Context: an optimization exercise on an open-source flow, tuned for small area and few clock cycles per item. The choices shown serve that exercise and are no tape-out recipe.
Function was checked by simulation only, so behaviour that the tests miss may differ from the original.
Power is estimated from default activity; no workload was simulated.

--- run.sh ---
#!/bin/bash
# synth_recipe.tcl (not shown) runs the flow's synth.tcl, then flattens the netlist and writes it again
# the make line also repeats each setting of config.mk as NAME=value (left out here)
make -C /OpenROAD-flow-scripts/flow DESIGN_CONFIG=/design/flow/config.mk WORK_HOME=/design/flow/orfs CLKGATE_MAP_FILE= SYNTH_SCRIPT=/design/flow/synth_recipe.tcl finish
--- config.mk ---
export PLATFORM = sky130hd
export DESIGN_NAME = stable_priority_queue
export DESIGN_NICKNAME = stable_priority_queue
export VERILOG_FILES = /design/flow/design.v
export SDC_FILE = /design/flow/constraint.sdc
export NUM_CORES = 4
export LEC_CHECK = 0
export CAP_MARGIN = 20
export CORE_MARGIN = 2
export CORE_UTILIZATION = 40
export SLEW_MARGIN = 20
--- constraint.sdc ---
create_clock -name core_clock -period 4.0 [get_ports {clk}]
set_input_delay 0.8000 -clock core_clock [delete_from_list [all_inputs] [get_ports {clk}]]
set_output_delay 0.8000 -clock core_clock [all_outputs]
set_load 0.01 [all_outputs]
--- design.v ---
package spq_pkg;
    localparam int CAPACITY_DEF  = 16;
    localparam int PRIO_BITS_DEF = 16;
    localparam int VALUE_W = 32;
    localparam int PRIO_W  = 16;
    localparam int COUNT_W = 5;
    localparam int KIND_W  = 2;
    localparam logic [KIND_W-1:0] KIND_ENQ  = 2'd0;
    localparam logic [KIND_W-1:0] KIND_DEQ  = 2'd1;
    localparam logic [KIND_W-1:0] KIND_PEEK = 2'd2;
    typedef enum logic [1:0] {
        ERR_NONE  = 2'd0,
        ERR_FULL  = 2'd1,
        ERR_EMPTY = 2'd2
    } err_t;
    typedef struct packed {
        logic [VALUE_W-1:0] value;
        logic [PRIO_W-1:0]  prio;
    } entry_t;
    typedef struct packed {
        logic   enq;
        logic   deq;
        entry_t fresh;
    } cell_ctl_t;
endpackage
module spq_cell
(
    input  logic                                        clk,
    input  logic                                        ctl_enq,
    input  logic                                        ctl_deq,
    input  logic [spq_pkg::VALUE_W+spq_pkg::PRIO_W-1:0] ctl_fresh,
    input  logic                                        occupied,
    input  logic                                        left_keep,
    input  logic [spq_pkg::VALUE_W+spq_pkg::PRIO_W-1:0] left_entry,
    input  logic [spq_pkg::VALUE_W+spq_pkg::PRIO_W-1:0] right_entry,
    output logic                                        keep,
    output logic [spq_pkg::VALUE_W+spq_pkg::PRIO_W-1:0] entry,
    output logic [spq_pkg::VALUE_W+spq_pkg::PRIO_W-1:0] entry_next
);
    spq_pkg::entry_t entry_reg;
    spq_pkg::entry_t fresh;
    assign fresh = ctl_fresh;
    assign entry = entry_reg;
    assign keep  = occupied && (entry_reg.prio <= fresh.prio);
    always_comb
    begin
        entry_next = entry_reg;
        if (ctl_enq)
        begin
            if (keep)
                entry_next = entry_reg;
            else if (left_keep)
                entry_next = ctl_fresh;
            else
                entry_next = left_entry;
        end
        else if (ctl_deq)
        begin
            entry_next = right_entry;
        end
    end
    always_ff @(posedge clk)
    begin
        entry_reg <= entry_next;
    end
endmodule
module stable_priority_queue
#(
    parameter int CAPACITY  = spq_pkg::CAPACITY_DEF,
    parameter int PRIO_BITS = spq_pkg::PRIO_BITS_DEF
)
(
    input  logic                      clk,
    input  logic                      rst_n,
    input  logic                      in_valid,
    output logic                      in_stall,
    input  logic [spq_pkg::KIND_W-1:0]         kind,
    input  logic signed [spq_pkg::VALUE_W-1:0] item_value,
    input  logic [spq_pkg::PRIO_W-1:0]         item_priority,
    output logic                      out_valid,
    input  logic                      out_stall,
    output logic signed [spq_pkg::VALUE_W-1:0] head_value,
    output logic [spq_pkg::PRIO_W-1:0]         head_priority,
    output logic [spq_pkg::COUNT_W-1:0]        entry_count,
    output logic [1:0]                op_error
);
    localparam int CW = $clog2(CAPACITY + 1);
    localparam int ENTRY_W = spq_pkg::VALUE_W + spq_pkg::PRIO_W;
    localparam logic [spq_pkg::PRIO_W-1:0] PRIO_MASK = (PRIO_BITS >= spq_pkg::PRIO_W) ? {spq_pkg::PRIO_W{1'b1}}
        : spq_pkg::PRIO_W'((64'd1 << PRIO_BITS) - 64'd1);
    localparam logic [CW-1:0] FULL_COUNT = CW'(CAPACITY);
    logic [CW-1:0]      count_reg, count_next;
    logic               out_valid_reg;
    logic [spq_pkg::VALUE_W-1:0] head_value_reg;
    logic [spq_pkg::PRIO_W-1:0]  head_priority_reg;
    logic [CW-1:0]      count_out_reg;
    spq_pkg::err_t               err_reg, err_next;
    logic      accept, full, empty, is_enq, is_deq;
    spq_pkg::cell_ctl_t ctl;
    logic [CAPACITY-1:0][ENTRY_W-1:0] cell_q;
    logic [CAPACITY-1:0][ENTRY_W-1:0] cell_d;
    logic [CAPACITY-1:0]            cell_keep;
    spq_pkg::entry_t head_d;
    assign head_d = cell_d[0];
    assign in_stall = out_valid_reg && out_stall;
    assign accept   = in_valid && !in_stall;
    assign full     = (count_reg == FULL_COUNT);
    assign empty    = (count_reg == '0);
    assign is_enq   = (kind == spq_pkg::KIND_ENQ);
    assign is_deq   = (kind == spq_pkg::KIND_DEQ);
    always_comb
    begin
        ctl.enq         = accept && is_enq && !full;
        ctl.deq         = accept && is_deq && !empty;
        ctl.fresh.value = item_value;
        ctl.fresh.prio  = item_priority & PRIO_MASK;
    end
    genvar g;
    generate
        for (g = 0; g < CAPACITY; g++)
        begin : g_cell
            logic [ENTRY_W-1:0] left_e, right_e;
            logic   left_k;
            if (g == 0)
            begin : g_first
                assign left_e = ctl.fresh;
                assign left_k = 1'b1;
            end
            else
            begin : g_inner
                assign left_e = cell_q[g-1];
                assign left_k = cell_keep[g-1];
            end
            if (g == CAPACITY - 1)
            begin : g_last
                assign right_e = cell_q[g];
            end
            else
            begin : g_mid
                assign right_e = cell_q[g+1];
            end
            spq_cell u_cell (
                .clk         (clk),
                .ctl_enq     (ctl.enq),
                .ctl_deq     (ctl.deq),
                .ctl_fresh   (ctl.fresh),
                .occupied    (CW'(g) < count_reg),
                .left_keep   (left_k),
                .left_entry  (left_e),
                .right_entry (right_e),
                .keep        (cell_keep[g]),
                .entry       (cell_q[g]),
                .entry_next  (cell_d[g])
            );
        end
    endgenerate
    always_comb
    begin
        count_next = count_reg;
        err_next   = spq_pkg::ERR_NONE;
        if (ctl.enq)
            count_next = count_reg + CW'(1);
        else if (ctl.deq)
            count_next = count_reg - CW'(1);
        if (is_enq && full)
            err_next = spq_pkg::ERR_FULL;
        else if (!is_enq && empty)
            err_next = spq_pkg::ERR_EMPTY;
    end
    always_ff @(posedge clk or negedge rst_n)
    begin
        if (!rst_n)
        begin
            count_reg     <= '0;
            out_valid_reg <= 1'b0;
        end
        else
        begin
            if (accept)
            begin
                count_reg     <= count_next;
                out_valid_reg <= 1'b1;
            end
            else if (!out_stall)
            begin
                out_valid_reg <= 1'b0;
            end
        end
    end
    always_ff @(posedge clk)
    begin
        if (accept)
        begin
            count_out_reg <= count_next;
            err_reg       <= err_next;
            if (count_next == '0)
            begin
                head_value_reg    <= '0;
                head_priority_reg <= '0;
            end
            else
            begin
                head_value_reg    <= head_d.value;
                head_priority_reg <= head_d.prio;
            end
        end
    end
    assign out_valid     = out_valid_reg;
    assign head_value    = head_value_reg;
    assign head_priority = head_priority_reg;
    assign entry_count   = spq_pkg::COUNT_W'(count_out_reg);
    assign op_error      = err_reg;
endmodule
==> summary.txt <==
==> power by group through the flow <==
stage / registers (W) / logic [W] / clock network (W)
2_1_floorplan: 0.0116 / 0.00513 / 0
3_3_place_gp: 0.0119 / 0.00791 / 0
3_5_place_dp: 0.0119 / 0.00810 / 0
4_1_cts: 0.0117 / 0.00814 / 0.00926
5_1_grt: 0.0118 / 0.00897 / 0.00958
6_report: 0.0117 / 0.00818 / 0.00916
==> cell families (layout without fill, tap and decap cells) <==
group	after synthesis	count (layout)
compound gates	1793	1793
simple gates	1054	1054
flops	829	829
buf+inv	555	736
fa+ha+maj	260	260
mux	49	49
xor+xnor	8	8
other cells	0	1
==> per-stage QoR <==
step	power (W)	worst slack, ns	std cells
6_report	0.02905	0.2304	6355
5_1_grt	0.03037	0.09043	6354
2_1_floorplan	0.01671	-0.1494	4548
3_5_place_dp	0.02001	-0.4205	6180
3_3_place_gp	0.01983	-0.2532	6180
4_1_cts	0.02913	0.2689	6354
==> cells in the final DEF (no fill, tap or decap), types with 95 or more instances in the layout <==
| cell type | instances |
|---|---|
| clkbuf_16 | 95 |
| or2_2 | 193 |
| a311oi_1 | 193 |
| ha_1 | 259 |
| nand2_1 | 255 |
| o311ai_0 | 96 |
| buf_4 | 284 |
| a21oi_1 | 389 |
| o221a_2 | 384 |
| o21ai_0 | 125 |
| a211oi_1 | 148 |
| nor2_1 | 360 |
| o22ai_1 | 147 |
| edfxtp_1 | 775 |
| clkdlybuf4s50_1 | 110 |
| a31oi_1 | 98 |
==> cells in the mapped netlist (20+ instances only) <==
cell	instances
a21o_1	26
a31oi_1	103
o221a_2	384
a22o_1	48
mux2i_1	48
dfxtp_1	48
inv_1	78
nand3_1	64
buf_2	23
ha_1	260
a211oi_1	152
o22ai_1	147
a311oi_1	193
clkbuf_1	420
o22a_1	48
nand2_1	259
nor2_1	367
a21oi_1	394
nor3_1	57
o211ai_1	20
edfxtp_1	775
o21ai_0	130
nand4_1	55
buf_1	31
or2_2	193
o311ai_0	96
==> routing by layer <==
| layer | vias to the layer above | track usage [%] |
|---|---|---|
| met5 | - | 0 |
| met4 | 0 | 8.644 |
| met3 | 326 | 2.190 |
| met1 | 20530 | 31.61 |
| li1 | 18640 | - |
| met2 | 1321 | 43.48 |
==> final timing paths <==
path                       slack [ns]                              to         startpoint  depth (start not counted)
setup / recovery                 0.23  g_cell[6].u_cell.entry_reg[43]  item_priority[15]                         10
hold / removal                   0.53                    count_reg[3]       count_reg[3]                          1
setup reg to reg                 0.64              head_value_reg[23]       count_reg[1]                         10
hold reg to reg                  0.53                    count_reg[3]       count_reg[3]                          1
max in group asynchronous        3.02                    count_reg[4]              rst_n                          1
min in group asynchronous        0.54                    count_reg[0]              rst_n                          1
==> critical path: stages <==
cell             delay (ns)
clkdlybuf4s50_1        0.55
clkinvlp_4             0.27
buf_4                  0.24
ha_1                   0.31
nand4_1                0.17
a2111oi_0              0.51
a2111oi_0              0.23
o211ai_1               0.37
a21boi_4               0.39
buf_12                 0.24
==> area by class of cell <==
cell class | instances | area [um2]
Inverter | 78 | 300.3
Fill cell | 11220 | 63730
Antenna cell | 1 | 2.502
Clock buffer | 118 | 2514
Sequential cell | 829 | 24380
Clock inverter | 56 | 661.9
Timing Repair Buffer | 484 | 5035
Tap cell | 1625 | 2033
Multi-Input combinational cell | 3164 | 23060
==> results.json <==
{
  "drtPass1Iterations": 7,
  "max_freq_ghz": 0.2653,
  "vias": 40810,
  "fin_util_pct": 47.64,
  "nets": 4964,
  "antenna_left": 0,
  "rows": 128,
  "drt-initial-drc-count": 3847,
  "seqPwrFrac_pct": 40.3,
  "post_cts_resized": 0,
  "vdd_ir_drop_max_mv": 0.3083,
  "fin_crit_sh_pct": 94.24,
  "synthesis.nets": 4862,
  "maxSlewHeadroom_pct": 49.59,
  "overflow": 0,
  "clock-sinks": 829,
  "ioPinCount": 111,
  "chipHeight_um": 354.3,
  "cts_tree": "done",
  "async_reset_ff_share_pct": 0.7238,
  "clockPowerShare_pct": 31.5,
  "grt_pass1_vias": 41020,
  "finalSetupViolations": 0,
  "wl_um": 159700,
  "root_buffer": "clkbuf_16",
  "maxCapViolations": 0,
  "syn_inst": 4548,
  "status": "timing/DRC/antenna clean",
  "swShare_pct": 32.08,
  "dieWidth_um": 354.3,
  "power_frac_comb_pct": 28.2,
  "dieArea_mm2": 0.1255,
  "worst_hold_slack_ns": 0.5350,
  "cts_max_level": 3,
  "min_period_ns": 3.770,
  "synth_area_mm2": 0.04908,
  "worst-setup-path-type": "in -> reg",
  "track_usage_pct": 24.66,
  "synth_area_leader_cell": "edfxtp_1",
  "route.met3.wl_um": 7150,
  "grt_max_degree": 93,
  "yosys.area_share.simple_pct": 10.03,
  "synthTopCellsByArea": "edfxtp_1 (47%), o221a_2 (8.8%), ha_1 (6.6%)",
  "clockBufferDepth": 3,
  "dp_hpwl_um": 117100,
  "powerDensity_mw_per_mm2": 501.0,
  "drv_slew": 0,
  "ys.flop_type": "edfxtp_1",
  "synthMuxAreaShare_pct": 1.002,
  "synth_cell_types": 64,
  "dr.max_layer_used": "met4",
  "skew_ns": 0.02759,
  "gp_congestion": 0.8557,
  "cp_max_fo": 27,
  "synth_top_family_by_area": "compound AO/OA/AOI/OAI gates",
  "antenna_found_initial": 1,
  "core-area_mm2": 0.1217,
  "worst_setup_path_start_kind": "input port",
  "largest_register_ffs": 768,
  "p_leak_nw": 20.30,
  "clk_pin_slew_ns": 0.06,
  "arrival_ns": 4.13,
  "avgSynthCellArea_um2": 10.79,
  "yosys_warnings": 2,
  "start_util_pct": 40.32,
  "synth_top_area_share_pct": 47.42,
  "synth_compound_area_share_pct": 28.16,
  "worstPathRequired_ns": 4.36,
  "clk_latency_ns": 0.67,
  "hp-class": "reg -> reg",
  "grt_pass1_wl_um": 246600,
  "synth_seq_cells": 829,
  "finalHoldViolCount": 0,
  "end_kind": "flip-flop",
  "yosys.area_share.adder_pct": 6.628,
  "final_area_mm2": 0.05799,
  "switching_power_w": 0.009319,
  "synthXorXnorAreaFrac_pct": 0.1428,
  "via_per_inst": 6.422,
  "synth-edff-count": 775,
  "wirelength_met1_um": 65400,
  "holdBufCountCts": 0,
  "synth-seq-area-share_pct": 49.68,
  "drc_errors": 0,
  "postCtsSetupBuffers": 0,
  "met2_wirelength_um": 81460,
  "place_area_mm2": 0.05481,
  "max_slew.worst_pin.slew_ns": 0.7371,
  "p_int_w": 0.01973,
  "cts_buffers": 93,
  "grt_setup_unrepaired": "false",
  "area_growth_pct": 18.15,
  "io_buffers": 110,
  "routedWlPerCell_um": 25.13,
  "drive_gt1_share_pct": 24.38,
  "fin_tns_setup_ns": 0
}
Testbench counts, summed over its fixed seeds: cycles 24,008, items 24,000.

port drivers added, routing unchanged:
Ports are ideal in the flow. The routed layout listed here was re-timed in OpenROAD. Step 1 assumes that a clkbuf_16 drives the clock port and a buf_2 every other input. Step 2 also shifts input and output timing later by t, the mid clock arrival at the registers, as if the neighbouring blocks saw the same clock. a / b / c = no drivers / after step 1 / after step 2; a / b = the first two.
shift t [ns]: 0.732
setup WS [ns]: 0.230 / 0.283 / -0.449
worst hold slack (ns): 0.535 / 0.506 / 0.535
latest minus earliest clock arrival (ns): 0.031 / 0.032
slew at the worst register clock pin (ns): 0.07 / 0.07
With both steps, setup timing fails in this run, where it was met with ideal ports. The setup slack of this run moves by +0.053 ns with the drivers and by -0.679 ns with both steps.
